This is an optimization exercise on Yosys and OpenROAD, whose aim is small area, a short achievable clock period and few clock cycles per item, not a production implementation. Function was checked by simulation only, so behaviour that the tests miss may differ from the original. Power is estimated from default activity; no workload was simulated.

==> flow/design.v (excerpt) <==
module priority_schedule_timing (
  input  logic               clk,
  input  logic               rst_n,
  input  logic               in_valid,
  output logic               in_ready,
  input  logic [BURST_W-1:0] in_burst_time,
  input  logic [PRIO_W-1:0]  in_priority_req,
  input  logic               in_last_job,
  output logic               out_valid,
  input  logic               out_ready,
  output logic [ID_W-1:0]    out_job_id,
  output logic [PRIO_W-1:0]  out_job_priority,
  output logic [BURST_W-1:0] out_job_burst,
  output logic [TIME_W-1:0]  out_wait_time,
  output logic [TIME_W-1:0]  out_turnaround_time,
  output logic               out_last_row,
  output logic [AVG_W-1:0]   out_avg_wait_q8,
  output logic [AVG_W-1:0]   out_avg_turnaround_q8,
  output logic               out_jobs_dropped
);
Settings: LEC_CHECK=0, CAP_MARGIN=20, CORE_MARGIN=2, CORE_UTILIZATION=40, SLEW_MARGIN=20; clock period 6.0 ns.
run.sh (not shown) runs the stock make flow with config.mk's settings and CLKGATE_MAP_FILE= SYNTH_SCRIPT=/design/flow/synth_recipe.tcl, a recipe that flattens the netlist after the stock synthesis.
Testbench counts at the start, summed over its fixed seeds: cycles 3,170, jobs 2,636.
Change:
--- a/flow/design.v
+++ b/flow/design.v
@@ -169,22 +169,26 @@
   logic [RK_W-2:0]  ks_r;                    
   logic [RK_W-1:0]  ke_r;                    
   logic seen;
   always_comb begin
     seen = 1'b0;
     for (int i = 0; i < P; i++) begin
       alloc[i] = !v[i] && !seen;
       seen     = seen || !v[i];
     end
   end
-  assign in_ready = ((pl_r - pe_r) != PTR_W'(NB)) && (!(&v) || cnt_r[CNT_W-1]);
-  assign in_acc   = in_valid && in_ready;
+  logic             in_ready_r;
+  logic [CNT_W-1:0] occ_r, occ_n;            
+  logic [PTR_W-1:0] pl_n, pe_n;
+  logic [CNT_W-1:0] cnt_n;
+  assign in_ready = in_ready_r;
+  assign in_acc   = in_valid && in_ready_r;
   assign ins_go   = in_acc && !cnt_r[CNT_W-1];
   always_ff @(posedge clk) begin
     if (!rst_n) begin
       pend_r <= '0;
     end else begin
       pend_r <= ins_go ? alloc : '0;
     end
   end
   logic [P-1:0] bmask;
   logic [1:0]   pc2 [8];
@@ -229,35 +233,37 @@
       .sel_e    (sel_e[i]),
       .prio     (prio_f[i*PRIO_W +: PRIO_W]),
       .burst    (burst_f[i*BURST_W +: BURST_W]),
       .id       (id_f[i*ID_W +: ID_W])
     );
   end
   logic [CNT_W-1:0] cnt_inc;
   logic             ovf_inc;
   assign cnt_inc = cnt_r + CNT_W'(!cnt_r[CNT_W-1]);
   assign ovf_inc = ovf_r || cnt_r[CNT_W-1];
+  assign pl_n  = pl_r + PTR_W'(in_acc && in_last_job);
+  assign cnt_n = !in_acc ? cnt_r : in_last_job ? '0 : cnt_inc;
+  assign occ_n = occ_r + CNT_W'(ins_go) - CNT_W'(emit_go);
   always_ff @(posedge clk) begin
     if (!rst_n) begin
-      pl_r  <= '0;
-      cnt_r <= '0;
-      ovf_r <= 1'b0;
+      pl_r       <= '0;
+      cnt_r      <= '0;
+      ovf_r      <= 1'b0;
+      occ_r      <= '0;
+      in_ready_r <= 1'b0;
     end else begin
+      pl_r       <= pl_n;
+      cnt_r      <= cnt_n;
+      occ_r      <= occ_n;
+      in_ready_r <= ((pl_n - pe_n) != PTR_W'(NB)) && ((occ_n != CNT_W'(P)) || cnt_n[CNT_W-1]);
       if (in_acc) begin
-        if (in_last_job) begin
-          pl_r  <= pl_r + 1'b1;
-          cnt_r <= '0;
-          ovf_r <= 1'b0;
-        end else begin
-          cnt_r <= cnt_inc;
-          ovf_r <= ovf_inc;
-        end
+        ovf_r <= in_last_job ? 1'b0 : ovf_inc;
       end
     end
   end
   always_ff @(posedge clk) begin
     if (in_acc && in_last_job) begin
       meta_n_r[pl_r[TAG_W-1:0]*CNT_W +: CNT_W] <= cnt_inc;
       meta_o_r[pl_r[TAG_W-1:0]]                <= ovf_inc;
     end
   end
   logic [CNT_W-1:0]   ns;
@@ -400,20 +406,21 @@
   logic [BURST_W-1:0] o_burst_r;
   logic [TIME_W-1:0]  o_wait_r;
   logic               o_last_r, o_drop_r;
   logic [TIME_W-1:0]  o_turn_r;
   assign ne      = meta_n_r[pe_r[TAG_W-1:0]*CNT_W +: CNT_W];
   assign e_last  = ({1'b0, ke_r} == ne - 1'b1);
   assign e_ok    = (pe_r != pl_r) && ((ps_r != pe_r) || ({ks_r, 1'b0} > ke_r)) &&
                    (!e_last || hv_r || h_fill);
   assign emit_go = e_ok && (!out_v_r || out_ready);
   assign h_show  = emit_go && e_last;
+  assign pe_n    = pe_r + PTR_W'(emit_go && e_last);
   assign h_take  = hs_r && out_v_r && out_ready;
   always_comb begin
     e_prio  = '0;
     e_burst = '0;
     e_id    = '0;
     for (int i = 0; i < P; i++) begin
       e_prio  = e_prio  | (prio_f[i*PRIO_W +: PRIO_W]    & {PRIO_W{sel_e[i]}});
       e_burst = e_burst | (burst_f[i*BURST_W +: BURST_W] & {BURST_W{sel_e[i]}});
       e_id    = e_id    | (id_f[i*ID_W +: ID_W]          & {ID_W{sel_e[i]}});
     end
What happened:
- The new run completed with no timing, DRC or antenna violations
- via count climbs by about 2.3%
- area after synthesis goes up by about 2%
- non-clock buffer count climbs by 17
- cell count grows by about 0.34%
- clock-buffer cell count goes down by 4
- routed wire length increases by 3.0%
- sequential power grows by about 2%
- register-to-register slack is better by 50 ps
- clock skew shrinks by 7.0 ps
- core utilization decreases by 0.15 points
- setup slack gets better by 55 ps
- synthesized cell count barely changes
Testbench counts after the change, summed over its fixed seeds: cycles 3,170, jobs 2,636.

==> separate check: timing with driven ports <==
The results above use ideal ports. As a check the final layouts listed here were re-extracted and re-timed, cells and wires unchanged.
Step 1 (the two cells are an assumption about what drives the block):
set clk [get_ports {clk}]
set_driving_cell -lib_cell sky130_fd_sc_hd__clkbuf_16 $clk
set_driving_cell -lib_cell sky130_fd_sc_hd__buf_2 [delete_from_list [all_inputs] $clk]
Step 2 times the ports against the registers' clock, not the clock port: input delays grow and output delays shrink by t, the midpoint of the rising clock arrivals with the driver on.
Slacks: no drivers / after step 1 / after step 2; pairs: no drivers / after step 1.
run | t, ns | slack for setup (ns) | worst hold slack (ns) | slew at the worst register clock pin (ns)
the first run | 0.818 | 0.488 / 0.488 / 0.488 | 0.462 / 0.462 / 0.462 | 0.07 / 0.07
the second run | 0.825 | 0.543 / 0.543 / 0.543 | 0.453 / 0.453 / 0.453 | 0.07 / 0.07
After both steps every run listed still meets setup and hold.
